From an optimization exercise on the open Yosys and OpenROAD flow, aimed at small area, a short achievable clock period and few clock cycles; shortcuts taken in it are not production practice. The RTL was checked by simulation tests, not by an equivalence proof against the original design. Power figures rest on the tool's default switching activity, not on a simulated workload.

[flow/design.v]
package mbd_pkg;
	localparam int BUTTON_COUNT = 9;
	localparam int PIN_W        = 9;
	localparam int NOW_W        = 32;
	localparam int DELAY_W      = 16;
	localparam int IDX_W        = 4;
	localparam int S_TDATA_W    = 48;
	localparam int M_TDATA_W    = 8;
	localparam int PADDR_W      = 1;
	localparam int PDATA_W      = 32;
	localparam logic [PADDR_W-1:0] REG_DEBOUNCE_MS = 1'b0;
	localparam logic [DELAY_W-1:0] DEBOUNCE_RESET  = 16'd50;
	typedef struct packed {
		logic             ev;
		logic [IDX_W-1:0] idx;
		logic             pressed;
	} evt_rec_t;
endpackage
module mbd_cell (
	input  logic                        clk,
	input  logic                        arst_n,
	input  logic                        load,
	input  logic                        sample,
	input  logic [mbd_pkg::NOW_W-1:0]   now_ms,
	input  logic                        eval,
	input  logic                        sample_q,
	input  logic [mbd_pkg::NOW_W-1:0]   now_q,
	input  logic [mbd_pkg::DELAY_W-1:0] debounce_ms,
	output logic                        fire,
	output logic                        held
);
	logic [mbd_pkg::NOW_W-1:0] since_q;
	logic                      prev_q;
	logic                      held_q;
	always_ff @(posedge clk) begin
		if (load && sample != prev_q) begin
			since_q <= now_ms;
		end
	end
	always_ff @(posedge clk or negedge arst_n) begin
		if (!arst_n) begin
			prev_q <= 1'b0;
		end else if (load) begin
			prev_q <= sample;
		end
	end
	assign fire = ((now_q - since_q) > {{(mbd_pkg::NOW_W-mbd_pkg::DELAY_W){1'b0}}, debounce_ms})
		&& (sample_q != held_q);
	always_ff @(posedge clk or negedge arst_n) begin
		if (!arst_n) begin
			held_q <= 1'b0;
		end else if (eval && fire) begin
			held_q <= sample_q;
		end
	end
	assign held = held_q;
endmodule
module multi_button_debouncer_unit (
	input  logic                          clk,
	input  logic                          arst_n,
	input  logic [mbd_pkg::S_TDATA_W-1:0] s_tdata,
	input  logic                          s_tvalid,
	output logic                          s_tready,
	output logic [mbd_pkg::M_TDATA_W-1:0] m_tdata,
	output logic                          m_tlast,
	output logic                          m_tvalid,
	input  logic                          m_tready,
	input  logic                          psel,
	input  logic                          penable,
	input  logic                          pwrite,
	input  logic [mbd_pkg::PADDR_W-1:0]   paddr,
	input  logic [mbd_pkg::PDATA_W-1:0]   pwdata,
	output logic [mbd_pkg::PDATA_W-1:0]   prdata,
	output logic                          pready
);
	localparam int N = mbd_pkg::BUTTON_COUNT;
	logic [mbd_pkg::DELAY_W-1:0] debounce_q;
	logic [mbd_pkg::PADDR_W-1:0] paddr_q;
	assign pready = 1'b1;
	always_ff @(posedge clk or negedge arst_n) begin
		if (!arst_n) begin
			debounce_q <= mbd_pkg::DEBOUNCE_RESET;
		end else if (psel && penable && pwrite && paddr == mbd_pkg::REG_DEBOUNCE_MS) begin
			debounce_q <= pwdata[mbd_pkg::DELAY_W-1:0];
		end
	end
	always_ff @(posedge clk) begin
		paddr_q <= paddr;
	end
	assign prdata = {{(mbd_pkg::PDATA_W-mbd_pkg::DELAY_W){1'b0}},
		debounce_q & {mbd_pkg::DELAY_W{paddr_q == mbd_pkg::REG_DEBOUNCE_MS}}};
	logic [N-1:0]                pins_n;
	logic [mbd_pkg::NOW_W-1:0]   now_ms;
	logic                        load;
	logic                        eval;
	logic                        v1_q;
	logic [N-1:0]                smp_q;
	logic [mbd_pkg::NOW_W-1:0]   now_q;
	logic [mbd_pkg::DELAY_W-1:0] deb_q;
	logic [N-1:0]                a_q, b_q;
	logic                        b_busy_q;
	logic [N-1:0]                fire;
	logic [N-1:0]                held;
	assign pins_n   = ~s_tdata[N-1:0];
	assign now_ms   = s_tdata[mbd_pkg::PIN_W +: mbd_pkg::NOW_W];
	assign s_tready = !v1_q || !b_busy_q;
	assign load     = s_tvalid && s_tready;
	assign eval     = v1_q && !b_busy_q;
	always_ff @(posedge clk or negedge arst_n) begin
		if (!arst_n) begin
			v1_q <= 1'b0;
		end else if (load) begin
			v1_q <= 1'b1;
		end else if (eval) begin
			v1_q <= 1'b0;
		end
	end
	always_ff @(posedge clk) begin
		if (load) begin
			smp_q <= pins_n;
			now_q <= now_ms;
			deb_q <= debounce_q;
		end
	end
	for (genvar k = 0; k < N; k++) begin : g_cell
		mbd_cell u_cell (
			.clk         (clk),
			.arst_n      (arst_n),
			.load        (load),
			.sample      (pins_n[k]),
			.now_ms      (now_ms),
			.eval        (eval),
			.sample_q    (smp_q[k]),
			.now_q       (now_q),
			.debounce_ms (deb_q),
			.fire        (fire[k]),
			.held        (held[k])
		);
	end
	logic                        o_valid_q;
	logic [mbd_pkg::IDX_W-1:0]   o_idx_q;
	logic                        o_pr_q;
	logic                        o_last_q;
	logic                        o_free;
	logic [N-1:0]                a_low;
	logic [N-1:0]                a_rest;
	logic [N-1:0]                a_left;
	logic [mbd_pkg::IDX_W-1:0]   a_idx;
	assign o_free = !o_valid_q || m_tready;
	assign a_low  = a_q & (~a_q + 1'b1);
	assign a_rest = a_q & ~a_low;
	assign a_left = o_free ? a_rest : a_q;
	always_comb begin
		a_idx = '0;
		for (int k = N-1; k >= 0; k--) begin
			if (a_q[k]) begin
				a_idx = mbd_pkg::IDX_W'(k);
			end
		end
	end
	always_ff @(posedge clk or negedge arst_n) begin
		if (!arst_n) begin
			a_q       <= '0;
			b_q       <= '0;
			b_busy_q  <= 1'b0;
			o_valid_q <= 1'b0;
		end else begin
			if (o_free) begin
				o_valid_q <= |a_q;
			end
			if (a_left == '0) begin
				if (b_busy_q) begin
					a_q      <= b_q;
					b_q      <= '0;
					b_busy_q <= 1'b0;
				end else begin
					a_q <= eval ? fire : '0;
				end
			end else begin
				a_q <= a_left;
				if (eval) begin
					b_q      <= fire;
					b_busy_q <= 1'b1;
				end
			end
		end
	end
	always_ff @(posedge clk) begin
		if (o_free && a_q != '0) begin
			o_idx_q  <= a_idx;
			o_pr_q   <= held[a_idx];
			o_last_q <= a_rest == '0;
		end
	end
	assign m_tvalid = o_valid_q;
	assign m_tlast  = o_last_q;
	assign m_tdata  = {{(mbd_pkg::M_TDATA_W-mbd_pkg::IDX_W-1){1'b0}}, o_pr_q, o_idx_q};
endmodule
[flow/config.mk]
export PLATFORM = sky130hd
export DESIGN_NAME = multi_button_debouncer_unit
export DESIGN_NICKNAME = multi_button_debouncer_unit
export VERILOG_FILES = /design/flow/design.v
export SDC_FILE = /design/flow/constraint.sdc
export NUM_CORES = 4
export LEC_CHECK = 0
export CAP_MARGIN = 20
export CORE_MARGIN = 2
export CORE_UTILIZATION = 40
export SLEW_MARGIN = 20
[flow/constraint.sdc]
create_clock -name core_clock -period 8.0 [get_ports {clk}]
set_input_delay 1.6000 -clock core_clock [delete_from_list [all_inputs] [get_ports {clk}]]
set_output_delay 1.6000 -clock core_clock [all_outputs]
set_load 0.01 [all_outputs]
[flow/run.sh]
#!/bin/bash
# synth_recipe.tcl (not shown) runs the flow's synth.tcl, then flattens the netlist and writes it again
# the make line also repeats each setting of config.mk as NAME=value (left out here)
make -C /OpenROAD-flow-scripts/flow DESIGN_CONFIG=/design/flow/config.mk WORK_HOME=/design/flow/orfs CLKGATE_MAP_FILE= SYNTH_SCRIPT=/design/flow/synth_recipe.tcl finish
==> impl_metrics.ini, run 1 <==
[outcome]
status = finished clean

[synth]
synth_simple_gate_area_share_pct = 15.2
async_flop_share_pct = 13.5
seq_area_frac_synth_pct = 34.8
ys_ff_latch = 407
avgSynthCellArea_um2 = 9.08
synth_top_area_share_pct = 30.7
synth_edf_count = 351
synthAdderAreaFrac_pct = 16.0
synth.largest_area_cell = edfxtp_1
syn_inst = 3782
syn_area_um2 = 34300
synth_top_family_by_area = compound AO/OA/AOI/OAI gates
muxShareOfSynthArea_pct = 1.57
synth_ff_type = edfxtp_1
yosys_warnings = 2
synth.area.top_cells = edfxtp_1 31%, ha_1 15%, a21oi_1 4.9%
synthDistinctLibCells = 92
synth_xor_area_share_pct = 5.18
synth_compound_area_share_pct = 21.6

[worst_setup_path]
reg2reg_from = now_q[5]
path_cells = ha_1 -> o21ai_0 -> nor2_1 -> o211a_1 -> o311ai_0 -> nand2_1 -> a21oi_1 -> xnor2_1 -> ha_1 -> nand4_1 -> or3_1 -> nor3_1 -> nor3_1 -> a2111oi_0 -> o2111ai_1 -> or4_1 -> nor4b_1 -> a31oi_1 -> mux2_2
end_kind = flip-flop
path_max_fanout = 9
cpLargestDelayFamily = simple AND/OR/NAND/NOR gates
reg2regPathDepth = 19
worstSetupPathType = reg -> reg
ff2ff_setup_slack_ns = 1.57
crit_buf_inv = 0
rr_endpoint = g_cell[1].u_cell.held_q
critical_path.slowest_cell = edfxtp_1
worstPathArrival_ns = 6.90
critical-path-max-stage-delay_ns = 0.77
start_kind = flip-flop
cp.required_ns = 8.48

[clock_network]
htree_levels = 2
holdBufCountCts = 0
ctsResizeCount = 0
clkTransAtPathRegs_ns = 0.06
clock-sinks = 407
cts_setup_buffers = 0
clock_path_buffers = 3
cts_root_buffer = clkbuf_16
cts_buffers = 49
cts_tree = built
clk_latency_ns = 0.61

[flow_run]
drv_cap = 0

[drt]
dr.pass1.iters = 8
postRouteWirelength_um = 104000
via_per_inst = 5.78
vias = 29100
wl_per_cell_um = 20.7
drt_iter0_markers = 1919
drcViolationCount = 0
postRouteAntennaNets = 0

[sta]
setup_viol = 0
hold_ws_ns = 0.465
fin_crit_ns = 6.43
clock_skew_ns = 0.0183
fin_crit_sh_pct = 80.3
rsz0062_at_grt = no
hold_violations = 0
fin_ws_ns = 1.57
tns_ns = 0
max_clock_freq_ghz = 0.156
slew_headroom_pct = 29.8
drv_slew = 0
worst_slew_pin_slew_ns = 1.05

[worst_hold_path]
worstHoldStart = debounce_q[10]
holdCritPathClass = reg -> reg
whs_path_depth = 0
whs_endpoint = deb_q[10]

[power_and_ir_drop]
vdd_drop_max_mv = 0.207
pwr_density_cell_nw_per_um2 = 307
power_leakage_nw = 16.0

[floorplan]
io_pins = 132
initial_utilization_pct = 40.3
rows = 107
dieArea_um2 = 88200
core_um2 = 85100
die_height_um = 297
die_x_um = 297

[layout]
layout.nets = 4363
most-common-layout-cells = 423 x ha_1, 372 x inv_1, 351 x edfxtp_1, 335 x a21oi_1, 292 x nand2_1
fin_util_pct = 44.8
drive_above_1_share_pct = 5.02
n_fill_cell = 8380
area_delta_synth_final_pct = 11.1
final_common_cell = ha_1
fin_cells = 5027

[grt]
grt.overflow.total = 0
grt_pass1_wl_um = 158000
grt_pass1_vias = 28000
antenna_found_initial = 2
gr-usage-all-layers_pct = 22.9
grt_max_degree = 56

[placement]
dp_hpwl_um = 82300
dp.cells = 4934
dpl_worst_slack_ns = 1.53
routabilityCongestion = 0.962
portBuffers = 88
-- cell families after synthesis --
group                      count (synthesis)
muxes                                     47
adders and majority gates                435
other                                      2
xor gates and xnor gates                 203
AOI/OAI and AO/OA                       1134
DFF                                      407
and+or+nand+nor                         1062
buffers and inverters                    492
-- through the flow --
| stage | instance area, µm² | total power, mW |
|---|---|---|
| CTS | 38100 | 11.7 |
| finish | 38100 | 11.7 |
| global route | 38100 | 12.6 |
| detailed placement | 36400 | 9.37 |
| global placement | 36400 | 9.30 |
| floorplan | 34400 | 7.65 |
-- synthesized netlist by cell type (23+ instances only) --
| cell | instances |
|---|---|
| xnor2_1 | 125 |
| edfxtp_1 | 351 |
| or3_1 | 31 |
| o21ai_0 | 214 |
| dfrtp_1 | 52 |
| a21o_1 | 118 |
| ha_1 | 423 |
| and3_1 | 39 |
| nand4_1 | 87 |
| o21bai_1 | 23 |
| clkbuf_1 | 94 |
| nor2_1 | 248 |
| mux2_2 | 34 |
| nand2_1 | 292 |
| o21a_1 | 52 |
| nand3_1 | 86 |
| a211oi_1 | 63 |
| nand2b_1 | 48 |
| a21oi_1 | 335 |
| o211ai_1 | 50 |
| nor2b_1 | 52 |
| nor4_1 | 38 |
| xor2_1 | 78 |
| nor3_1 | 53 |
| a31oi_1 | 43 |
| inv_1 | 373 |
-- worst max-delay path by stage --
stage                   from                 endpoint  depth (start not counted)
floorplan           now_q[1]  g_cell[1].u_cell.held_q                         20
global placement    now_q[5]  g_cell[1].u_cell.held_q                         19
detailed placement  now_q[5]  g_cell[1].u_cell.held_q                         19
CTS                 now_q[5]  g_cell[1].u_cell.held_q                         19
global route        now_q[5]  g_cell[1].u_cell.held_q                         19
finish              now_q[5]  g_cell[1].u_cell.held_q                         19
-- state kept, by name (all words and copies together), names as in the netlist --
signal / flops
smp_q: 9
g_cell.u_cell.since_q: 288
now_q: 32
o_pr_q: 1
o_valid_q: 1
v1_q: 1
b_busy_q: 1
b_q: 9
o_idx_q: 4
debounce_q: 16
paddr_q: 1
deb_q: 16
g_cell.u_cell.held_q: 9
g_cell.u_cell.prev_q: 9
a_q: 9
o_last_q: 1
-- report_power, final --
group / switching, mW / leakage [nW] / internal, mW
clock network: 0.935 / 0.824 / 1.37
registers: 0.278 / 3.91 / 2.82
logic: 3.84 / 11.3 / 2.49
-- layer usage --
metal | global-route usage, % | up-vias | part of all wire (%)
li1 | - | 14100 | -
met1 | 30.0 | 14000 | 45
met2 | 40.1 | 733 | 48
met3 | 2.14 | 157 | 4.2
met4 | 6.88 | 0 | 2.9
met5 | 0 | - | 0
-- final cells by class --
class                      instances  area (µm²)  share of cell area, %
antenna                            2        5.00                 0.0131
clock buffer                      72        1550                   4.07
clock inverter                    17         120                  0.315
inverter                         373        1400                   3.67
multi-input combinational       2901       20600                   54.0
sequential                       407       11900                   31.3
tap                             1144        1430                   3.75
timing repair buffer             111        1090                   2.87
-- worst reg2reg max path: cells and delay by family (launching register included) --
family	cells	cell delay, ns
mux	1	0.31
compound gates	7	1.89
simple gates	8	2.53
fa+ha+maj	2	0.71
flops	1	0.77
xor+xnor	1	0.09
Testbench counts, summed over its fixed seeds: cycles 20,777.
==> inputs of run 2 (changes only) <==
--- a/flow/design.v
+++ b/flow/design.v
@@ -25,7 +25,8 @@
 	input  logic                        eval,
 	input  logic                        sample_q,
 	input  logic [mbd_pkg::NOW_W-1:0]   now_q,
-	input  logic [mbd_pkg::DELAY_W-1:0] debounce_ms,
+	input  logic [mbd_pkg::NOW_W-1:0]   lo_q,
+	input  logic                        same_q,
 	output logic                        fire,
 	output logic                        held
 );
@@ -44,8 +45,26 @@
 			prev_q <= sample;
 		end
 	end
-	assign fire = ((now_q - since_q) > {{(mbd_pkg::NOW_W-mbd_pkg::DELAY_W){1'b0}}, debounce_ms})
-		&& (sample_q != held_q);
+	function automatic logic less16(input logic [15:0] a, input logic [15:0] b);
+		logic [15:0] g, l;
+		g = a & ~b;
+		l = ~a & b;
+		for (int s = 1; s < 16; s = s * 2) begin
+			for (int i = 0; i + s < 16; i = i + 2 * s) begin
+				l[i] = l[i+s] | (~g[i+s] & l[i]);
+				g[i] = g[i+s] | (~l[i+s] & g[i]);
+			end
+		end
+		less16 = l[0];
+	endfunction
+	logic eq_lo, eq_now, ge_lo, le_now, in_win;
+	assign eq_lo  = since_q[31:16] == lo_q[31:16];
+	assign eq_now = since_q[31:16] == now_q[31:16];
+	assign ge_lo  = !less16(since_q[15:0], lo_q[15:0]);
+	assign le_now = !less16(now_q[15:0], since_q[15:0]);
+	assign in_win = same_q ? (eq_now && ge_lo && le_now)
+		: ((eq_lo && ge_lo) || (eq_now && le_now));
+	assign fire   = !in_win && (sample_q != held_q);
 	always_ff @(posedge clk or negedge arst_n) begin
 		if (!arst_n) begin
 			held_q <= 1'b0;
@@ -96,16 +115,23 @@
 	logic                        v1_q;
 	logic [N-1:0]                smp_q;
 	logic [mbd_pkg::NOW_W-1:0]   now_q;
-	logic [mbd_pkg::DELAY_W-1:0] deb_q;
+	logic [mbd_pkg::NOW_W-1:0]   lo_q;
+	logic                        same_q;
+	logic [mbd_pkg::NOW_W-1:0]   lo_ms;
+	logic                        lo_borrow;
 	logic [N-1:0]                a_q, b_q;
-	logic                        b_busy_q;
+	logic [N-1:0]                a_pr_q;
+	logic                        b_busy;
 	logic [N-1:0]                fire;
 	logic [N-1:0]                held;
 	assign pins_n   = ~s_tdata[N-1:0];
 	assign now_ms   = s_tdata[mbd_pkg::PIN_W +: mbd_pkg::NOW_W];
-	assign s_tready = !v1_q || !b_busy_q;
+	assign b_busy   = |b_q;
+	assign s_tready = !v1_q || !b_busy;
 	assign load     = s_tvalid && s_tready;
-	assign eval     = v1_q && !b_busy_q;
+	assign eval     = v1_q && !b_busy;
+	assign {lo_borrow, lo_ms[15:0]} = {1'b0, now_ms[15:0]} - {1'b0, debounce_q};
+	assign lo_ms[31:16] = now_ms[31:16] - {15'b0, lo_borrow};
 	always_ff @(posedge clk or negedge arst_n) begin
 		if (!arst_n) begin
 			v1_q <= 1'b0;
@@ -119,7 +145,8 @@
 		if (load) begin
 			smp_q <= pins_n;
 			now_q <= now_ms;
-			deb_q <= debounce_q;
+			lo_q   <= lo_ms;
+			same_q <= !lo_borrow;
 		end
 	end
 	for (genvar k = 0; k < N; k++) begin : g_cell
@@ -132,7 +159,8 @@
 			.eval        (eval),
 			.sample_q    (smp_q[k]),
 			.now_q       (now_q),
-			.debounce_ms (deb_q),
+			.lo_q        (lo_q),
+			.same_q      (same_q),
 			.fire        (fire[k]),
 			.held        (held[k])
 		);
@@ -162,33 +190,35 @@
 		if (!arst_n) begin
 			a_q       <= '0;
 			b_q       <= '0;
-			b_busy_q  <= 1'b0;
 			o_valid_q <= 1'b0;
 		end else begin
 			if (o_free) begin
 				o_valid_q <= |a_q;
 			end
 			if (a_left == '0) begin
-				if (b_busy_q) begin
-					a_q      <= b_q;
-					b_q      <= '0;
-					b_busy_q <= 1'b0;
+				if (b_busy) begin
+					a_q <= b_q;
+					b_q <= '0;
 				end else begin
 					a_q <= eval ? fire : '0;
 				end
 			end else begin
 				a_q <= a_left;
 				if (eval) begin
-					b_q      <= fire;
-					b_busy_q <= 1'b1;
+					b_q <= fire;
 				end
 			end
+		end
+	end
+	always_ff @(posedge clk) begin
+		if (a_left == '0) begin
+			a_pr_q <= b_busy ? held : smp_q;
 		end
 	end
 	always_ff @(posedge clk) begin
 		if (o_free && a_q != '0) begin
 			o_idx_q  <= a_idx;
-			o_pr_q   <= held[a_idx];
+			o_pr_q   <= a_pr_q[a_idx];
 			o_last_q <= a_rest == '0;
 		end
 	end
==> run 2 against run 1 <==
Largest power group is now sequential cells. Register-to-register slack better by 2.1 ns. Worst setup slack improved by 0.65 ns. Flip-flop and latch count is 25 higher. Still clean. Count of clock-buffer cells in the layout shrank 2. Highest routed layer unchanged.
==> impl_metrics.ini, run 2 <==
[placement]
dp_hpwl_um = 54600
portBuffers = 88
placed_area_um2 = 25600
routabilityCongestion = 0.903
dpl_worst_slack_ns = 1.55

[layout]
reg.largest.list = g_cell.u_cell.since_q: 288 flops, lo_q: 32 flops, now_q: 32 flops
multi_input_area_um2 = 10500
largest_reg_flops = 288
final_cell_area_um2 = 27300
drive_above_1_share_pct = 7.28
area_delta_synth_final_pct = 14.0
most-common-layout-cells = 377 x edfxtp_1, 184 x xor2_1, 147 x xnor2_1, 131 x maj3_1, 123 x nand2_1
final_common_cell = edfxtp_1
largest_register = g_cell.u_cell.since_q
seq_area_um2 = 12700
n_fill_cell = 5389
layout.nets = 2291

[drt]
dr.pass1.iters = 8
drt_iter0_markers = 1859
postRouteAntennaNets = 0
vias = 17400
via_per_inst = 5.80
wl_per_cell_um = 26.1
postRouteWirelength_um = 78400
drcViolationCount = 0

[worst_setup_path]
worstSetupPathType = in -> reg
critical-path-max-stage-delay_ns = 0.67
reg2reg_from = debounce_q[1]
ff2ff_setup_slack_ns = 3.64
worstPathArrival_ns = 6.10
cpLargestDelayFamily = compound AO/OA/AOI/OAI gates
reg2regPathDepth = 16
path_max_fanout = 11
path_cells = clkdlybuf4s50_1 -> inv_1 -> ha_1 -> inv_1 -> fa_1 -> a21o_1 -> a21oi_1 -> nor2b_1 -> o21a_1 -> or3_1 -> nand3_1 -> a31oi_1 -> a31oi_1 -> o21a_1 -> ha_1 -> nand4_1 -> nand2b_1 -> nor4_1 -> xor2_1
crit_buf_inv = 3
rr_endpoint = lo_q[29]
cp.required_ns = 8.32
end_kind = flip-flop
start_kind = primary input
critical_path.slowest_cell = clkdlybuf4s50_1

[flow_run]
drv_cap = 0

[clock_network]
ctsResizeCount = 0
cts_tree = built
htree_levels = 2
clock_path_buffers = 3
clock-sinks = 432
cts_setup_buffers = 0
clkTransAtPathRegs_ns = 0.06
holdBufCountCts = 0
cts_buffers = 50
clk_latency_ns = 0.60
cts_root_buffer = clkbuf_16

[sta]
fin_ws_ns = 2.22
max_clock_freq_ghz = 0.173
slew_headroom_pct = 21.5
fin_crit_ns = 5.78
tns_ns = 0
clock_skew_ns = 0.0257
fin_crit_sh_pct = 72.2
setup_viol = 0
hold_violations = 0
rsz0062_at_grt = no
worst_slew_pin_slew_ns = 1.17
drv_slew = 0

[synth]
syn_area_um2 = 24000
synth.area.top_cells = edfxtp_1 47%, xor2_1 6.7%, maj3_1 5.5%
synth_top_area_share_pct = 47.2
synth.largest_area_cell = edfxtp_1
seq_area_frac_synth_pct = 53.0
synth_most_common_cell = edfxtp_1
synthTopCellsByCount = 377 x edfxtp_1, 184 x xor2_1, 147 x xnor2_1, 131 x maj3_1, 123 x nand2_1
synth_ff_type = edfxtp_1
async_flop_share_pct = 12.5
synthDistinctLibCells = 87
yosys_warnings = 2
ys_ff_latch = 432
avgSynthCellArea_um2 = 11.4
synth_edf_count = 377
syn_inst = 2109

[worst_hold_path]
whs_path_depth = 2
whs_endpoint = g_cell[2].u_cell.prev_q
holdCritPathClass = reg -> reg
worstHoldStart = g_cell[2].u_cell.prev_q

[grt]
grt.overflow.total = 0
grt_max_degree = 69
grt_pass1_vias = 17000
gr-usage-all-layers_pct = 24.8
antenna_found_initial = 3
grt_pass1_wl_um = 113000

[floorplan]
initial_utilization_pct = 40.5
die_height_um = 249
core_um2 = 59100
io_pins = 132
dieArea_um2 = 61900
rows = 89
die_x_um = 249

[power_and_ir_drop]
power_leakage_nw = 9.42
pwr_density_cell_nw_per_um2 = 330
vdd_drop_max_mv = 0.160

[outcome]
status = finished clean
-- run 2: layout make-up --
cell class                      instances  area share (%)
Sequential cell                       432            46.5
Clock buffer                           70            5.15
Timing Repair Buffer                  105            3.67
Inverter                              119            1.64
Multi-Input combinational cell       1476            38.4
Clock inverter                         23            1.14
Antenna cell                            2          0.0183
Tap cell                              773            3.54
-- run 2: tightest hold or removal path, stage by stage, from the launching register on --
cell and delay (ns):
dfrtp_1 0.35, nand2_1 0.05, o21ai_0 0.06
-- run 2: worst max path at each step --
| stage | start | to | slack [ns] | depth (start not counted) |
|---|---|---|---|---|
| 6_report | s_tdata[9] | lo_q[29] | 2.22 | 19 |
| 5_1_grt | s_tdata[9] | lo_q[28] | 1.92 | 19 |
| 4_1_cts | s_tdata[9] | lo_q[29] | 2.19 | 19 |
| 3_5_place_dp | s_tdata[9] | lo_q[29] | 1.55 | 19 |
| 3_3_place_gp | s_tdata[9] | lo_q[29] | 1.64 | 19 |
| 2_1_floorplan | s_tdata[9] | lo_q[29] | 3.15 | 18 |
-- run 2: kinds of logic (layout without fill, tap and decap cells) --
family / Yosys count / after routing / share of synthesized area (%)
buffers and inverters: 219 / 317 / 3.82
flip-flops: 432 / 432 / 53.0
AND/OR/NAND/NOR: 561 / 561 / 12.0
adder cells (fa/ha/maj): 155 / 155 / 6.73
other: 2 / 22 / 0.0313
AO/OA/AOI/OAI: 379 / 379 / 10.9
XOR/XNOR: 331 / 331 / 12.1
multiplexers: 30 / 30 / 1.45
-- run 2: layer usage --
| layer | part of all wire (%) | vias to the layer above | global-route usage, % |
|---|---|---|---|
| li1 | - | 7832 | - |
| met4 | 3.1 | 0 | 8.90 |
| met2 | 44 | 879 | 37.5 |
| met1 | 42 | 8558 | 34.0 |
| met5 | 0 | - | 0 |
| met3 | 11 | 128 | 7.15 |
-- run 2: per-stage QoR --
step	utilization, %	cells	total power, mW	hold WS [ns]
floorplan	-	2127	5.43	0.469
global placement	43.3	2905	6.52	0.482
detailed placement	43.3	2905	6.56	0.493
CTS	46.2	2998	8.99	0.506
global route	46.2	2998	9.42	0.524
finish	46.2	3000	9.01	0.501
-- run 2: power by group --
group	total [mW]	leakage [nW]	switching, mW	internal, mW
combinational	2.84	4.48	1.73	1.11
sequential	3.76	4.10	0.668	3.09
clock	2.41	0.834	0.956	1.45
total	9.01	9.42	3.36	5.65
Testbench counts of run 2, summed over its fixed seeds: cycles 20,149.
==> inputs of run 3 (changes only) <==
--- a/flow/config.mk
+++ b/flow/config.mk
@@ -8,4 +8,5 @@
 export CAP_MARGIN = 20
 export CORE_MARGIN = 2
 export CORE_UTILIZATION = 40
+export SETUP_SLACK_MARGIN = 4.8
 export SLEW_MARGIN = 20
==> run 3 against run 2 <==
Critical path depth is the same. Design area rose by 6.8%. Via count up 5.5%. Final cell count rose by 4.8%. Largest power group unchanged. Still clean. Clock skew down 0.0040 ns. First-iteration DRC count up 9.3%. Sequential share of layout area shrank 2.9 points. Maximum frequency rose by 34%.
==> impl_metrics.ini, run 3 <==
[outcome]
status = finished clean

[grt]
gr-usage-all-layers_pct = 25.7
grt_pass1_wl_um = 118000
grt_pass1_vias = 17600
grt.overflow.total = 0
antenna_found_initial = 1
grt_max_degree = 67

[worst_setup_path]
cp-endpoint = lo_q[31]
cp.required_ns = 8.32
reg2reg_from = debounce_q[1]
worstPathArrival_ns = 4.64
path_max_fanout = 4
reg2regPathDepth = 16
ff2ff_setup_slack_ns = 4.35
end_kind = flip-flop
startpoint = s_tdata[9]
start_kind = primary input
worstSetupPathType = in -> reg
rr_endpoint = lo_q[31]

[power_and_ir_drop]
p_int_mw = 5.92
p_seq_share_pct = 37.8
vdd_drop_max_mv = 0.186
pwr_density_cell_nw_per_um2 = 325
combPwrFrac_pct = 37.3
power_leakage_nw = 10.3
switching_share_pct = 37.6
clkPwrFrac_pct = 24.9
p_switching_mw = 3.57

[synth]
synthTopCellsByCount = 377 x edfxtp_1, 184 x xor2_1, 147 x xnor2_1, 131 x maj3_1, 123 x nand2_1
avgSynthCellArea_um2 = 11.4
synth.area.top_cells = edfxtp_1 47%, xor2_1 6.7%, maj3_1 5.5%
ys_ff_latch = 432
synth_top_area_share_pct = 47.2
synth_ff_type = edfxtp_1
async_flop_share_pct = 12.5
syn_area_um2 = 24000
synth.largest_area_cell = edfxtp_1
synth_most_common_cell = edfxtp_1
syn_inst = 2109
synthDistinctLibCells = 87
seq_area_frac_synth_pct = 53.0
yosys_warnings = 2
synth_edf_count = 377

[placement]
portBuffers = 88
dp_hpwl_um = 54700
routabilityCongestion = 0.942

[sta]
worst_slew_pin_slew_ns = 1.00
clock_skew_ns = 0.0217
setup_viol = 0
fin_crit_ns = 4.31
drv_slew = 0
fin_crit_sh_pct = 53.9
rsz0062_at_grt = yes
tns_ns = 0
slew_headroom_pct = 32.8
max_clock_freq_ghz = 0.232
hold_violations = 0

[clock_network]
clock-sinks = 432
clkTransAtPathRegs_ns = 0.06
holdBufCountCts = 0
cts_root_buffer = clkbuf_16
clk_latency_ns = 0.62
cts_buffers = 49
clock_path_buffers = 3
htree_levels = 2
cts_tree = built

[floorplan]
die_x_um = 249
dieArea_um2 = 61900
io_pins = 132
die_height_um = 249
rows = 89
core_um2 = 59100
initial_utilization_pct = 40.5

[layout]
reg.largest.list = g_cell.u_cell.since_q: 288 flops, lo_q: 32 flops, now_q: 32 flops
area_delta_synth_final_pct = 21.7
most-common-layout-cells = 377 x edfxtp_1, 184 x xor2_1, 151 x buf_4, 146 x xnor2_1, 125 x maj3_1
diodes = 0
largest_register = g_cell.u_cell.since_q
largest_reg_flops = 288
final_common_cell = edfxtp_1
layout.nets = 2438
drive_above_1_share_pct = 17.8
fin_util_pct = 49.3

[drt]
postRouteWirelength_um = 81000
drcViolationCount = 0
vias = 18300
postRouteAntennaNets = 0
via_per_inst = 5.83
dr.pass1.iters = 5
drt_iter0_markers = 2031
wl_per_cell_um = 25.8

[worst_hold_path]
whs_path_depth = 1
holdCritPathClass = reg -> reg

[flow_run]
drv_cap = 0
==> run 3: cell counts after synthesis <==
No cell type changed its count.
==> run 3: repair_timing <==
item / 4_1_cts / 5_1_grt
buffers inserted: 115 / 33
cloned: 1 / 0
pin swaps: 23 / 27
gates resized for setup: 147 / 65
endpoints found under the setup margin: 147 / 52
==> run 3: worst min path at each step <==
stage                                  startpoint                 endpoint
after floorplan           g_cell[1].u_cell.prev_q  g_cell[1].u_cell.prev_q
after global placement    g_cell[6].u_cell.prev_q  g_cell[6].u_cell.prev_q
after detailed placement                   b_q[1]                   b_q[1]
after CTS                                  b_q[1]                   b_q[1]
after global routing                debounce_q[9]            debounce_q[9]
final                               debounce_q[9]            debounce_q[9]
==> run 3: kinds of logic after synthesis <==
| family | synth area share (%) |
|---|---|
| other | 0.0313 |
| AND/OR/NAND/NOR | 12.0 |
| XOR/XNOR | 12.1 |
| adder cells (fa/ha/maj) | 6.73 |
| AO/OA/AOI/OAI | 10.9 |
| multiplexers | 1.45 |
| buffers and inverters | 3.82 |
| flip-flops | 53.0 |
==> run 3: layout make-up <==
type | instances | area [µm²]
fillers | 5234 | 30000
well taps | 773 | 967
clock inverters | 32 | 353
flip-flops and latches | 432 | 12700
inverters | 119 | 514
repair buffers | 253 | 2160
multi-input cells | 1476 | 11200
clock buffers | 60 | 1310
==> run 3: metrics by stage <==
step                      hold slack, ns  worst slack (ns)  total power [mW]  instances  instance area, µm²
after global routing               0.526              3.57              9.89       3145               29200
after floorplan                    0.466              3.42              5.46       2127               24200
final                              0.503              3.69              9.48       3145               29200
after detailed placement           0.491              1.82              6.59       2904               25700
after global placement             0.482              1.89              6.53       2904               25700
after CTS                          0.504              3.70              9.30       3112               28700
==> run 3: metal layers <==
| metal | up-vias | routed length, µm | track usage [%] |
|---|---|---|---|
| met5 | - | 13 | 0 |
| met4 | 2 | 2450 | 7.64 |
| met3 | 145 | 8130 | 5.79 |
| met2 | 892 | 35900 | 39.3 |
| met1 | 9157 | 34500 | 36.4 |
| li1 | 8151 | - | - |
==> run 3: critical path, stage by stage <==
cell	delay (ns)
buf_12	0.11
inv_12	0.04
ha_4	0.12
inv_2	0.03
fa_2	0.33
a21o_1	0.18
a21oi_2	0.14
nor2b_1	0.06
o21a_1	0.20
or3_4	0.36
nand3_4	0.09
a31oi_4	0.11
a31oi_4	0.23
o21a_4	0.19
ha_4	0.16
nand4_1	0.16
nand2b_4	0.23
nor3_4	0.21
xor2_1	0.09
==> run 3: power groups by stage <==
stage / logic, mW / registers, mW / clock network [mW]
after floorplan: 2.08 / 3.38 / 0
after global placement: 2.77 / 3.77 / 0
after detailed placement: 2.80 / 3.78 / 0
after CTS: 3.33 / 3.58 / 2.38
after global routing: 3.78 / 3.63 / 2.48
final: 3.54 / 3.58 / 2.36
==> inputs of run 4 (changes only) <==
--- a/flow/design.v
+++ b/flow/design.v
@@ -108,6 +108,30 @@
 	end
 	assign prdata = {{(mbd_pkg::PDATA_W-mbd_pkg::DELAY_W){1'b0}},
 		debounce_q & {mbd_pkg::DELAY_W{paddr_q == mbd_pkg::REG_DEBOUNCE_MS}}};
+	function automatic logic [16:0] sub16(input logic [15:0] a, input logic [15:0] b);
+		logic [15:0] p, g, c;
+		p = ~(a ^ b);
+		g = a & ~b;
+		g[0] = g[0] | p[0];
+		for (int s = 1; s < 16; s = s * 2) begin
+			for (int i = 0; i < 16; i++) begin
+				if ((i / s) % 2 == 1) begin
+					g[i] = g[i] | (p[i] & g[(i / s) * s - 1]);
+					p[i] = p[i] & p[(i / s) * s - 1];
+				end
+			end
+		end
+		c = {g[14:0], 1'b1};
+		sub16 = {~g[15], (~(a ^ b)) ^ c};
+	endfunction
+	function automatic logic [15:0] dec16(input logic [15:0] a, input logic dec);
+		logic [15:0] z;
+		z[0] = 1'b1;
+		for (int i = 1; i < 16; i++) begin
+			z[i] = z[i-1] & ~a[i-1];
+		end
+		dec16 = a ^ (z & {16{dec}});
+	endfunction
 	logic [N-1:0]                pins_n;
 	logic [mbd_pkg::NOW_W-1:0]   now_ms;
 	logic                        load;
@@ -130,8 +154,8 @@
 	assign s_tready = !v1_q || !b_busy;
 	assign load     = s_tvalid && s_tready;
 	assign eval     = v1_q && !b_busy;
-	assign {lo_borrow, lo_ms[15:0]} = {1'b0, now_ms[15:0]} - {1'b0, debounce_q};
-	assign lo_ms[31:16] = now_ms[31:16] - {15'b0, lo_borrow};
+	assign {lo_borrow, lo_ms[15:0]} = sub16(now_ms[15:0], debounce_q);
+	assign lo_ms[31:16] = dec16(now_ms[31:16], lo_borrow);
 	always_ff @(posedge clk or negedge arst_n) begin
 		if (!arst_n) begin
 			v1_q <= 1'b0;
--- a/flow/config.mk
+++ b/flow/config.mk
@@ -8,5 +8,5 @@
 export CAP_MARGIN = 20
 export CORE_MARGIN = 2
 export CORE_UTILIZATION = 40
-export SETUP_SLACK_MARGIN = 4.8
+export SETUP_SLACK_MARGIN = 5.0
 export SLEW_MARGIN = 20
==> run 4 against run 3 <==
Count of clock-buffer cells in the layout up 9. Largest power group is now combinational logic. First-iteration DRC count down 2.6%. Critical path type unchanged. Sequential share of layout area down 1.6 points. Clock power down 3%. Sequential power about the same. Register-to-register slack better by 0.46 ns. Highest routed layer is now met4. Non-clock buffer count up 81. Die area down 0.13%. Global-route usage up 1.0 points. Worst setup slack better by 0.74 ns. Maximum frequency up 21%. Utilization up 1.9 points.
==> impl_metrics.ini, run 4 <==
[drt]
via_per_inst = 5.70
drcViolationCount = 0
dr.pass1.iters = 20
wl_per_cell_um = 26.6
vias = 18200
postRouteAntennaNets = 0
postRouteWirelength_um = 84900
drt_iter0_markers = 1979

[power_and_ir_drop]
combPwrFrac_pct = 40.5
clkPwrFrac_pct = 23.3
vdd_drop_max_mv = 0.172
p_seq_share_pct = 36.2
pwr_density_cell_nw_per_um2 = 325
power_leakage_nw = 10.9
p_switching_mw = 3.77
switching_share_pct = 38.3
p_int_mw = 6.08

[placement]
portBuffers = 88
routabilityCongestion = 0.930
placed_area_um2 = 25700
dp.cells = 2865
dp_hpwl_um = 54900

[clock_network]
cts_buffers = 50
cts_root_buffer = clkbuf_16
htree_levels = 2
clock_path_buffers = 3
clk_latency_ns = 0.61
holdBufCountCts = 0
clkTransAtPathRegs_ns = 0.06
clock-sinks = 432
cts_tree = built

[synth]
synth.area.top_cells = edfxtp_1 47%, xor2_1 9.0%, maj3_1 6.1%
synth_edf_count = 377
seq_area_frac_synth_pct = 53.1
syn_area_um2 = 23900
synth_ff_type = edfxtp_1
async_flop_share_pct = 12.5
synthTopCellsByCount = 377 x edfxtp_1, 245 x xor2_1, 145 x maj3_1, 115 x inv_1, 108 x nand2_1
synth.largest_area_cell = edfxtp_1
avgSynthCellArea_um2 = 11.6
yosys_warnings = 2
ys_ff_latch = 432
synth_most_common_cell = edfxtp_1
synth_top_area_share_pct = 47.3
syn_inst = 2069
synthDistinctLibCells = 84

[worst_setup_path]
end_kind = flip-flop
cp.required_ns = 8.34
start_kind = primary input
worstSetupPathType = in -> reg
path_max_fanout = 4
worstPathArrival_ns = 3.91

[sta]
hold_violations = 0
rsz0062_at_grt = yes
setup_viol = 0
drv_slew = 0
tns_ns = 0
clock_skew_ns = 0.0219
fin_crit_sh_pct = 44.7
hold_ws_ns = 0.498
fin_crit_ns = 3.57
worst_slew_pin_slew_ns = 1.14
max_clock_freq_ghz = 0.280
slew_headroom_pct = 24.0

[grt]
grt_pass1_wl_um = 121000
grt.overflow.total = 0
gr-usage-all-layers_pct = 26.7
grt_max_degree = 55
antenna_found_initial = 0
grt_pass1_vias = 17700

[floorplan]
core_um2 = 59100
initial_utilization_pct = 40.5
die_x_um = 249
die_height_um = 249
dieArea_um2 = 61800
rows = 89
io_pins = 132

[layout]
largest_register = g_cell.u_cell.since_q
area_delta_synth_final_pct = 26.6
drive_above_1_share_pct = 24.6
diodes = 0
final_cell_area_um2 = 30300
reg.largest.list = g_cell.u_cell.since_q: 288 flops, lo_q: 32 flops, now_q: 32 flops
fin_cells = 3192
most-common-layout-cells = 377 x edfxtp_1, 240 x xor2_1, 203 x buf_4, 139 x maj3_1, 103 x nand2_1
n_fill_cell = 5085
largest_reg_flops = 288
final_common_cell = edfxtp_1
layout.nets = 2485

[worst_hold_path]
holdCritPathClass = reg -> reg

[outcome]
status = finished clean

[flow_run]
drv_cap = 0
run 4: cell count changes after synthesis, moves of 14 or more:
| cell | previous run | this run |
|---|---|---|
| nand4_1 | 39 | 25 |
| maj3_1 | 131 | 145 |
| nand2_1 | 123 | 108 |
| o21ai_0 | 84 | 70 |
| xnor2_1 | 147 | 83 |
| xor2_1 | 184 | 245 |
| clkbuf_1 | 66 | 46 |
run 4: logic make-up (layout without fill, tap and decap cells):
family / count (synthesis) / after routing / share of synthesized area (%)
multiplexers: 27 / 27 / 1.36
other: 2 / 20 / 0.0314
AO/OA/AOI/OAI: 359 / 359 / 10.2
adder cells (fa/ha/maj): 177 / 177 / 7.80
buffers and inverters: 230 / 560 / 4.32
XOR/XNOR: 328 / 328 / 12.0
flip-flops: 432 / 432 / 53.1
AND/OR/NAND/NOR: 514 / 516 / 11.2
run 4: what timing repair did:
action / CTS / global route
pin swaps: 68 / 75
setup buffers: 181 / 47
gates cloned: 5 / 0
gates resized for setup: 323 / 112
endpoints found under the setup margin: 229 / 92
run 4: area by class of cell:
| cell class | instances | area [µm²] | area share, % |
|---|---|---|---|
| clock buffer | 69 | 1350 | 4.47 |
| clock inverter | 25 | 263 | 0.867 |
| inverter | 129 | 568 | 1.88 |
| multi-input combinational | 1427 | 11500 | 37.9 |
| sequential | 432 | 12700 | 41.9 |
| tap | 773 | 967 | 3.19 |
| timing repair buffer | 334 | 2940 | 9.69 |
| timing repair inverter | 3 | 23.8 | 0.0785 |
run 4: path summary, 6_finish.rpt:
check,from,depth (start not counted),slack [ns],to
min,g_cell[1].u_cell.prev_q,2,0.50,g_cell[1].u_cell.prev_q
max reg2reg,debounce_q[5],11,4.81,lo_q[19]
max in group asynchronous,arst_n,2,6.28,b_q[6]
min in group asynchronous,arst_n,2,1.16,debounce_q[9]
min reg2reg,g_cell[1].u_cell.prev_q,2,0.50,g_cell[1].u_cell.prev_q
max,s_tdata[9],13,4.43,lo_q[19]
run 4: critical path, cell delays in order:
cell and delay, ns:
buf_12 0.11, inv_12 0.04, ha_4 0.12, fa_2 0.20
nor2b_1 0.05, o21a_1 0.20, o21ai_4 0.17, a21oi_4 0.12
a31o_4 0.29, a31oi_4 0.35, inv_2 0.08, or4_4 0.43
xnor2_1 0.14
run 4: power groups by stage:
stage | Sequential, mW | Combinational (mW) | Clock, mW
6_report | 3.56 | 3.99 | 2.30
5_1_grt | 3.62 | 4.22 | 2.42
4_1_cts | 3.56 | 3.69 | 2.33
3_5_place_dp | 3.88 | 2.79 | 0
3_3_place_gp | 3.86 | 2.75 | 0
2_1_floorplan | 3.40 | 2.18 | 0
run 4: per-stage QoR:
step | setup WS [ns] | total power, mW | utilization, %
floorplan | 4.34 | 5.58 | -
global placement | 2.98 | 6.61 | 43.4
detailed placement | 2.91 | 6.67 | 43.4
CTS | 4.39 | 9.58 | 49.7
global route | 4.40 | 10.2 | 51.2
finish | 4.43 | 9.85 | 51.2
run 4: metal layers:
| layer | vias to the layer above | GRT usage, % | share of wire (%) |
|---|---|---|---|
| met2 | 788 | 44.4 | 48 |
| li1 | 8136 | - | - |
| met5 | - | 0 | 0 |
| met1 | 9106 | 35.8 | 41 |
| met4 | 0 | 9.66 | 4.0 |
| met3 | 157 | 3.62 | 7.2 |
Testbench counts of run 4, summed over its fixed seeds: cycles 20,149.
==> inputs of run 5 (changes only) <==
--- a/flow/design.v
+++ b/flow/design.v
@@ -25,8 +25,9 @@
 	input  logic                        eval,
 	input  logic                        sample_q,
 	input  logic [mbd_pkg::NOW_W-1:0]   now_q,
-	input  logic [mbd_pkg::NOW_W-1:0]   lo_q,
-	input  logic                        same_q,
+	input  logic [mbd_pkg::NOW_W/2-1:0] nm1_hi,
+	input  logic [mbd_pkg::NOW_W/2-1:0] lo_lo,
+	input  logic                        lo_borrow,
 	output logic                        fire,
 	output logic                        held
 );
@@ -57,13 +58,13 @@
 		end
 		less16 = l[0];
 	endfunction
-	logic eq_lo, eq_now, ge_lo, le_now, in_win;
-	assign eq_lo  = since_q[31:16] == lo_q[31:16];
+	logic eq_nm1, eq_now, ge_lo, le_now, in_win;
+	assign eq_nm1 = since_q[31:16] == nm1_hi;
 	assign eq_now = since_q[31:16] == now_q[31:16];
-	assign ge_lo  = !less16(since_q[15:0], lo_q[15:0]);
+	assign ge_lo  = !less16(since_q[15:0], lo_lo);
 	assign le_now = !less16(now_q[15:0], since_q[15:0]);
-	assign in_win = same_q ? (eq_now && ge_lo && le_now)
-		: ((eq_lo && ge_lo) || (eq_now && le_now));
+	assign in_win = !lo_borrow ? (eq_now && ge_lo && le_now)
+		: ((eq_nm1 && ge_lo) || (eq_now && le_now));
 	assign fire   = !in_win && (sample_q != held_q);
 	always_ff @(posedge clk or negedge arst_n) begin
 		if (!arst_n) begin
@@ -124,13 +125,17 @@
 		c = {g[14:0], 1'b1};
 		sub16 = {~g[15], (~(a ^ b)) ^ c};
 	endfunction
-	function automatic logic [15:0] dec16(input logic [15:0] a, input logic dec);
+	function automatic logic [15:0] dec16(input logic [15:0] a);
 		logic [15:0] z;
-		z[0] = 1'b1;
-		for (int i = 1; i < 16; i++) begin
-			z[i] = z[i-1] & ~a[i-1];
-		end
-		dec16 = a ^ (z & {16{dec}});
+		z = ~a;
+		for (int s = 1; s < 16; s = s * 2) begin
+			for (int i = 0; i < 16; i++) begin
+				if ((i / s) % 2 == 1) begin
+					z[i] = z[i] & z[(i / s) * s - 1];
+				end
+			end
+		end
+		dec16 = a ^ {z[14:0], 1'b1};
 	endfunction
 	logic [N-1:0]                pins_n;
 	logic [mbd_pkg::NOW_W-1:0]   now_ms;
@@ -139,9 +144,9 @@
 	logic                        v1_q;
 	logic [N-1:0]                smp_q;
 	logic [mbd_pkg::NOW_W-1:0]   now_q;
-	logic [mbd_pkg::NOW_W-1:0]   lo_q;
-	logic                        same_q;
-	logic [mbd_pkg::NOW_W-1:0]   lo_ms;
+	logic [mbd_pkg::DELAY_W-1:0] deb_q;
+	logic [15:0]                 lo_lo;
+	logic [15:0]                 nm1_hi;
 	logic                        lo_borrow;
 	logic [N-1:0]                a_q, b_q;
 	logic [N-1:0]                a_pr_q;
@@ -154,8 +159,8 @@
 	assign s_tready = !v1_q || !b_busy;
 	assign load     = s_tvalid && s_tready;
 	assign eval     = v1_q && !b_busy;
-	assign {lo_borrow, lo_ms[15:0]} = sub16(now_ms[15:0], debounce_q);
-	assign lo_ms[31:16] = dec16(now_ms[31:16], lo_borrow);
+	assign {lo_borrow, lo_lo} = sub16(now_q[15:0], deb_q);
+	assign nm1_hi             = dec16(now_q[31:16]);
 	always_ff @(posedge clk or negedge arst_n) begin
 		if (!arst_n) begin
 			v1_q <= 1'b0;
@@ -169,8 +174,7 @@
 		if (load) begin
 			smp_q <= pins_n;
 			now_q <= now_ms;
-			lo_q   <= lo_ms;
-			same_q <= !lo_borrow;
+			deb_q <= debounce_q;
 		end
 	end
 	for (genvar k = 0; k < N; k++) begin : g_cell
@@ -183,8 +187,9 @@
 			.eval        (eval),
 			.sample_q    (smp_q[k]),
 			.now_q       (now_q),
-			.lo_q        (lo_q),
-			.same_q      (same_q),
+			.nm1_hi      (nm1_hi),
+			.lo_lo       (lo_lo),
+			.lo_borrow   (lo_borrow),
 			.fire        (fire[k]),
 			.held        (held[k])
 		);
==> run 5 against run 4 <==
Critical path depth grew 5. Combinational power is 46% higher. Still clean on timing, DRC and antenna. Clock skew fell by 0.00087 ns. Largest power group unchanged.
==> impl_metrics.ini, run 5 <==
[outcome]
status = finished clean

[drt]
drcViolationCount = 0
postRouteAntennaNets = 0
postRouteWirelength_um = 78700
dr.pass1.iters = 8
drt_iter0_markers = 1707
wl_per_cell_um = 25.1
vias = 18500
via_per_inst = 5.89

[sta]
hold_violations = 0
fin_crit_ns = 4.69
worst_slew_pin_slew_ns = 1.12
rsz0062_at_grt = yes
fin_crit_sh_pct = 58.7
setup_viol = 0
slew_headroom_pct = 24.8
tns_ns = 0
max_clock_freq_ghz = 0.213
clock_skew_ns = 0.0211
drv_slew = 0
fin_ws_ns = 3.31

[worst_setup_path]
critical_path.slowest_cell = edfxtp_1
crit_buf_inv = 1
path_max_fanout = 10
end_kind = flip-flop
worstSetupPathType = reg -> reg
cp.required_ns = 8.47
start_kind = flip-flop
path_cells = ha_1 -> o211ai_4 -> o21ai_2 -> nand2_1 -> nand2_1 -> a21o_1 -> fa_2 -> xnor2_2 -> buf_6 -> and2_4 -> a221o_1 -> nand2_2 -> a21oi_4 -> o32a_1 -> nor3_4 -> o21ai_2 -> a221oi_2 -> mux2_1
critical-path-max-stage-delay_ns = 0.58
ff2ff_setup_slack_ns = 3.31
worstPathArrival_ns = 5.16
cpLargestDelayFamily = compound AO/OA/AOI/OAI gates

[clock_network]
clock_path_buffers = 3
cts_root_buffer = clkbuf_16
cts_tree = built
clkTransAtPathRegs_ns = 0.06
holdBufCountCts = 0
clk_latency_ns = 0.58
clock-sinks = 415
htree_levels = 2
cts_buffers = 48

[grt]
grt_pass1_vias = 17700
antenna_found_initial = 2
gr-usage-all-layers_pct = 25.4
grt_max_degree = 58
grt.overflow.total = 0
grt_pass1_wl_um = 115000

[floorplan]
initial_utilization_pct = 40.4
die_height_um = 248
dieArea_um2 = 61500
core_um2 = 58900
rows = 89
io_pins = 132
die_x_um = 248

[layout]
fin_util_pct = 48.4
largest_register = g_cell.u_cell.since_q
diodes = 0
drive_above_1_share_pct = 16.8
largest_reg_flops = 288
n_fill_cell = 5304
area_delta_synth_final_pct = 19.7
final_common_cell = edfxtp_1
most-common-layout-cells = 360 x edfxtp_1, 151 x xor2_1, 140 x nand2_1, 121 x xnor2_1, 108 x nor2_1
reg.largest.list = g_cell.u_cell.since_q: 288 flops, now_q: 32 flops
layout.nets = 2433

[synth]
synth_top_area_share_pct = 45.4
avgSynthCellArea_um2 = 10.9
yosys_warnings = 2
seq_area_frac_synth_pct = 51.1
synth.largest_area_cell = edfxtp_1
synth_ff_type = edfxtp_1
async_flop_share_pct = 13.0
synth_most_common_cell = edfxtp_1
syn_area_um2 = 23800
syn_inst = 2188
ys_ff_latch = 415
synthTopCellsByCount = 360 x edfxtp_1, 152 x xor2_1, 145 x nand2_1, 123 x nor2_1, 123 x xnor2_1
synthDistinctLibCells = 104
synth.area.top_cells = edfxtp_1 45%, xor2_1 5.6%, dfrtp_1 5.4%
synth_edf_count = 360

[power_and_ir_drop]
power_leakage_nw = 10.1
pwr_density_cell_nw_per_um2 = 403
vdd_drop_max_mv = 0.185
total_power_mw = 11.5

[worst_hold_path]
holdCritPathClass = reg -> reg

[placement]
dp_hpwl_um = 54400
portBuffers = 88
dpl_worst_slack_ns = 2.44
routabilityCongestion = 0.979

[flow_run]
drv_cap = 0
[run 5: report_power, final]
part / internal, mW / switching [mW] / leakage, nW / total (mW)
registers: 2.99 / 0.483 / 3.97 / 3.47
logic: 2.32 / 3.50 / 5.35 / 5.82
clock network: 1.30 / 0.907 / 0.777 / 2.20
total: 6.60 / 4.89 / 10.1 / 11.5
[run 5: per-layer routing]
layer	part of all wire, %	global-route usage (%)
met5	0.029	0
met4	3.9	9.25
met3	6.7	3.61
met2	46	40.5
met1	43	35.2
[run 5: worst register-to-register path, stage by stage, from the launching register on]
cell,delay (ns)
edfxtp_1,0.58
ha_1,0.47
o211ai_4,0.35
o21ai_2,0.13
nand2_1,0.08
nand2_1,0.05
a21o_1,0.17
fa_2,0.35
xnor2_2,0.16
buf_6,0.15
and2_4,0.18
a221o_1,0.28
nand2_2,0.13
a21oi_4,0.09
o32a_1,0.40
nor3_4,0.26
o21ai_2,0.10
a221oi_2,0.34
mux2_1,0.35
[run 5: final cells by class]
type,count,area (µm²),area share (%)
Clock buffer,60,1320,4.63
Clock inverter,27,246,0.865
Inverter,111,433,1.52
Multi-Input combinational cell,1554,11600,40.7
Sequential cell,415,12200,42.8
Tap cell,773,967,3.39
Timing Repair Buffer,192,1740,6.11
[run 5: final timing paths]
| check | startpoint | endpoint | cells after the start |
|---|---|---|---|
| worst max-delay path | now_q[3] | g_cell[3].u_cell.held_q | 18 |
| worst min-delay path | debounce_q[12] | deb_q[12] | 0 |
| worst max register to register | now_q[3] | g_cell[3].u_cell.held_q | 18 |
| worst min register to register | debounce_q[12] | deb_q[12] | 0 |
| max in group asynchronous | arst_n | debounce_q[11] | 2 |
| min in group asynchronous | arst_n | debounce_q[12] | 2 |
[run 5: stage by stage]
step                instances  hold slack [ns]  cell area (µm²)
floorplan                2206            0.433            24100
global placement         2970            0.449            25500
detailed placement       2970            0.458            25600
CTS                      3113            0.472            28100
global route             3132            0.494            28500
finish                   3132            0.463            28500
[run 5: cells by family (layout without fill, tap and decap cells)]
group,Yosys count,in the layout,share of synthesized area (%)
compound gates,511,511,15.3
xor+xnor,275,275,10.1
fa+ha+maj,105,105,4.78
buf+inv,237,390,4.20
flops,415,415,51.1
mux,35,35,1.60
other cells,2,20,0.0315
simple gates,608,608,12.9
[run 5: repair_timing]
action | in CTS | in global routing
pin swaps | 67 | 47
buffers inserted | 53 | 18
resized for setup | 200 | 52
cloned | 3 | 1
setup endpoints to repair | 133 | 56
Testbench counts of run 5, summed over its fixed seeds: cycles 20,149.
==> inputs of run 6 (changes only) <==
--- a/flow/design.v
+++ b/flow/design.v
@@ -144,23 +144,22 @@
 	logic                        v1_q;
 	logic [N-1:0]                smp_q;
 	logic [mbd_pkg::NOW_W-1:0]   now_q;
-	logic [mbd_pkg::DELAY_W-1:0] deb_q;
+	logic [15:0]                 lo_lo_q;
+	logic                        borrow_q;
+	logic [15:0]                 nm1_q;
 	logic [15:0]                 lo_lo;
-	logic [15:0]                 nm1_hi;
 	logic                        lo_borrow;
 	logic [N-1:0]                a_q, b_q;
 	logic [N-1:0]                a_pr_q;
-	logic                        b_busy;
+	logic                        b_busy_q;
 	logic [N-1:0]                fire;
 	logic [N-1:0]                held;
 	assign pins_n   = ~s_tdata[N-1:0];
 	assign now_ms   = s_tdata[mbd_pkg::PIN_W +: mbd_pkg::NOW_W];
-	assign b_busy   = |b_q;
-	assign s_tready = !v1_q || !b_busy;
+	assign s_tready = !v1_q || !b_busy_q;
 	assign load     = s_tvalid && s_tready;
-	assign eval     = v1_q && !b_busy;
-	assign {lo_borrow, lo_lo} = sub16(now_q[15:0], deb_q);
-	assign nm1_hi             = dec16(now_q[31:16]);
+	assign eval     = v1_q && !b_busy_q;
+	assign {lo_borrow, lo_lo} = sub16(now_ms[15:0], debounce_q);
 	always_ff @(posedge clk or negedge arst_n) begin
 		if (!arst_n) begin
 			v1_q <= 1'b0;
@@ -174,7 +173,9 @@
 		if (load) begin
 			smp_q <= pins_n;
 			now_q <= now_ms;
-			deb_q <= debounce_q;
+			lo_lo_q  <= lo_lo;
+			borrow_q <= lo_borrow;
+			nm1_q    <= dec16(now_ms[31:16]);
 		end
 	end
 	for (genvar k = 0; k < N; k++) begin : g_cell
@@ -187,9 +188,9 @@
 			.eval        (eval),
 			.sample_q    (smp_q[k]),
 			.now_q       (now_q),
-			.nm1_hi      (nm1_hi),
-			.lo_lo       (lo_lo),
-			.lo_borrow   (lo_borrow),
+			.nm1_hi      (nm1_q),
+			.lo_lo       (lo_lo_q),
+			.lo_borrow   (borrow_q),
 			.fire        (fire[k]),
 			.held        (held[k])
 		);
@@ -202,11 +203,13 @@
 	logic [N-1:0]                a_low;
 	logic [N-1:0]                a_rest;
 	logic [N-1:0]                a_left;
+	logic                        a_done;
 	logic [mbd_pkg::IDX_W-1:0]   a_idx;
 	assign o_free = !o_valid_q || m_tready;
 	assign a_low  = a_q & (~a_q + 1'b1);
 	assign a_rest = a_q & ~a_low;
 	assign a_left = o_free ? a_rest : a_q;
+	assign a_done = o_free ? (a_rest == '0) : (a_q == '0);
 	always_comb begin
 		a_idx = '0;
 		for (int k = N-1; k >= 0; k--) begin
@@ -219,29 +222,32 @@
 		if (!arst_n) begin
 			a_q       <= '0;
 			b_q       <= '0;
+			b_busy_q  <= 1'b0;
 			o_valid_q <= 1'b0;
 		end else begin
 			if (o_free) begin
 				o_valid_q <= |a_q;
 			end
-			if (a_left == '0) begin
-				if (b_busy) begin
+			if (a_done) begin
+				if (b_busy_q) begin
 					a_q <= b_q;
-					b_q <= '0;
 				end else begin
 					a_q <= eval ? fire : '0;
 				end
+				b_q      <= '0;
+				b_busy_q <= 1'b0;
 			end else begin
 				a_q <= a_left;
 				if (eval) begin
-					b_q <= fire;
-				end
-			end
-		end
-	end
-	always_ff @(posedge clk) begin
-		if (a_left == '0) begin
-			a_pr_q <= b_busy ? held : smp_q;
+					b_q      <= fire;
+					b_busy_q <= |fire;
+				end
+			end
+		end
+	end
+	always_ff @(posedge clk) begin
+		if (a_done) begin
+			a_pr_q <= b_busy_q ? held : smp_q;
 		end
 	end
 	always_ff @(posedge clk) begin
==> run 6 against run 5 <==
Sequential share of layout area fell by 0.70 points. Synthesized cell count fell by 3.1%. Power shrank 17%. Hold slack improved by 0.040 ns. Critical endpoint is now lo_lo_q[15].
==> impl_metrics.ini, run 6 <==
[clock_network]
cts_root_buffer = clkbuf_16
clock_path_buffers = 3
cts_tree = built
clkTransAtPathRegs_ns = 0.05
holdBufCountCts = 0
clk_latency_ns = 0.61
clock-sinks = 433
htree_levels = 2
cts_buffers = 51

[drt]
drt_iter0_markers = 1914
dr.pass1.iters = 6
postRouteAntennaNets = 0
vias = 18500
via_per_inst = 5.74
drcViolationCount = 0
postRouteWirelength_um = 81200
wl_per_cell_um = 25.3

[power_and_ir_drop]
combPwrFrac_pct = 38.4
total_power_mw = 9.51
switching_share_pct = 37.7
p_seq_share_pct = 37.4
p_int_mw = 5.93
clkPwrFrac_pct = 24.2
vdd_drop_max_mv = 0.189
power_leakage_nw = 10.9
p_switching_mw = 3.58
pwr_density_cell_nw_per_um2 = 314

[synth]
synthTopCellsByCount = 377 x edfxtp_1, 176 x xor2_1, 147 x xnor2_1, 122 x inv_1, 117 x maj3_1
synthDistinctLibCells = 91
synth_edf_count = 377
async_flop_share_pct = 12.7
synth_ff_type = edfxtp_1
synth.largest_area_cell = edfxtp_1
ys_ff_latch = 433
synth_most_common_cell = edfxtp_1
synth_top_area_share_pct = 46.9
syn_area_um2 = 24100
syn_inst = 2121
avgSynthCellArea_um2 = 11.4
seq_area_frac_synth_pct = 52.7
yosys_warnings = 2
synth.area.top_cells = edfxtp_1 47%, xor2_1 6.4%, dfrtp_1 5.4%

[sta]
fin_crit_sh_pct = 41.1
worst_slew_pin_slew_ns = 0.943
setup_viol = 0
fin_crit_ns = 3.28
hold_violations = 0
max_clock_freq_ghz = 0.305
fin_ws_ns = 4.72
rsz0062_at_grt = yes
slew_headroom_pct = 37.1
drv_slew = 0
clock_skew_ns = 0.0253
tns_ns = 0

[worst_setup_path]
worstPathArrival_ns = 3.65
path_max_fanout = 12
cp.required_ns = 8.36
worstSetupPathType = in -> reg
start_kind = primary input
end_kind = flip-flop

[layout]
layout.nets = 2504
final_common_cell = edfxtp_1
reg.largest.list = g_cell.u_cell.since_q: 288 flops, now_q: 32 flops
largest_reg_flops = 288
largest_register = g_cell.u_cell.since_q
most-common-layout-cells = 377 x edfxtp_1, 179 x buf_4, 176 x xor2_1, 145 x xnor2_1, 100 x inv_1
area_delta_synth_final_pct = 25.4
drive_above_1_share_pct = 24.3

[placement]
dp_hpwl_um = 53600
portBuffers = 88
dpl_worst_slack_ns = 3.10
routabilityCongestion = 0.940

[grt]
grt_max_degree = 56
antenna_found_initial = 3
grt_pass1_wl_um = 117000
gr-usage-all-layers_pct = 25.5
grt.overflow.total = 0
grt_pass1_vias = 17600

[floorplan]
dieArea_um2 = 62300
io_pins = 132
rows = 90
core_um2 = 60000
die_height_um = 250
die_x_um = 250
initial_utilization_pct = 40.2

[worst_hold_path]
holdCritPathClass = reg -> reg

[outcome]
status = finished clean

[flow_run]
drv_cap = 0
## run 6: cell count changes after synthesis, sizes merged, moves of 18 or more
cell,delta
nand2,-47
nor3,-31
xnor2,+24
nand3,-18
xor2,+24
nand2b,+44
clkbuf,-27
maj3,+49
inv,+20
## run 6: through the flow
stage	instance area, µm²	hold WS (ns)	instances	util (%)
global placement	25900	0.482	2928	43.1
detailed placement	25900	0.494	2928	43.1
floorplan	24400	0.466	2139	-
finish	30300	0.503	3214	50.4
global route	30300	0.515	3212	50.4
CTS	29200	0.507	3160	48.7
## run 6: cell families (layout without fill, tap and decap cells)
kind of cell | after synthesis | in the layout | share of synthesized area [%]
AO/OA/AOI/OAI | 413 | 413 | 11.5
other | 2 | 22 | 0.0311
XOR/XNOR | 323 | 323 | 11.7
flip-flops | 433 | 433 | 52.7
buffers and inverters | 242 | 533 | 4.28
AND/OR/NAND/NOR | 517 | 517 | 11.1
multiplexers | 37 | 37 | 1.85
adder cells (fa/ha/maj) | 154 | 154 | 6.83
## run 6: final timing paths
check / slack, ns / endpoint / cells past startpoint / startpoint
hold / removal: 0.50 / debounce_q[6] / 1 / debounce_q[6]
hold reg to reg: 0.50 / debounce_q[6] / 1 / debounce_q[6]
setup / recovery: 4.72 / lo_lo_q[15] / 7 / s_tdata[17]
min in group asynchronous: 1.16 / a_q[8] / 2 / arst_n
setup reg to reg: 4.79 / b_busy_q / 11 / lo_lo_q[0]
max in group asynchronous: 6.21 / b_busy_q / 2 / arst_n
## run 6: critical path: stages
cell,delay (ns)
dlygate4sd2_1,0.71
ha_1,0.35
o21ai_0,0.32
a21oi_4,0.09
o211ai_1,0.25
nand3b_1,0.16
xor2_1,0.17
## run 6: area by class of cell
class                   instances  area [µm²]
diodes                          2        5.00
clock buffers                  63        1370
clock inverters                27         254
fillers                      5206       29800
inverters                     138         612
multi-input cells            1464       11600
flip-flops and latches        433       12700
well taps                     782         978
repair buffers                304        2720
repair inverters                1        7.51
## run 6: routing by layer
layer	wire length, µm	global-route usage [%]
met2	36300	39.8
met4	3590	9.35
met5	31	0
met1	33900	35.1
met3	7320	5.15
## run 6: timing repair
item	4_1_cts	5_1_grt
setup endpoints to repair	209	68
pin swaps	56	83
cloned	1	0
buffers inserted	141	51
gates resized for setup	338	127
## run 6: power by group through the flow
| stage | Sequential [mW] | Combinational [mW] | Clock (mW) |
|---|---|---|---|
| after floorplan | 3.40 | 2.05 | 0 |
| after global placement | 3.72 | 2.74 | 0 |
| after detailed placement | 3.74 | 2.78 | 0 |
| after CTS | 3.55 | 3.33 | 2.33 |
| final | 3.56 | 3.66 | 2.30 |
| after global routing | 3.61 | 3.90 | 2.41 |
Testbench counts of run 6, summed over its fixed seeds: cycles 20,149.

port drivers added, routing unchanged:
How much do the figures lean on ideal ports? The routed layouts below were timed once more, with nothing changed but the port constraints.
Step 1, drivers: a clkbuf_16 drives clk and a buf_2 each remaining input, both assumed.
Step 2 also shifts input and output timing later by t, the mid clock arrival at the registers, as if the neighbouring blocks saw the same clock.
a / b / c = ideal ports / drivers / drivers and shift; a / b = the first two.
| run | t (ns) | setup slack, ns | slew at the worst register clock pin (ns) | worst slew at a driven data input, ns | cell pins on the clock port's net |
|---|---|---|---|---|---|
| run 1 | 0.659 | 1.572 / 1.572 / 1.572 | 0.06 / 0.06 | 0.09 | 1 |
| run 2 | 0.642 | 2.221 / 2.253 / 1.611 | 0.06 / 0.06 | 0.05 | 1 |
| run 3 | 0.663 | 3.685 / 3.691 / 3.028 | 0.06 / 0.06 | 0.06 | 1 |
| run 4 | 0.661 | 4.428 / 4.436 / 3.775 | 0.06 / 0.06 | 0.07 | 1 |
| run 5 | 0.631 | 3.307 / 3.307 / 3.307 | 0.06 / 0.06 | 0.08 | 1 |
| run 6 | 0.670 | 4.716 / 4.752 / 4.083 | 0.06 / 0.06 | 0.06 | 1 |
After both steps setup and hold are still met in every run listed. For run 3, which loses most, drivers alone change the setup slack by +0.006 ns; drivers and shift together by -0.657 ns.
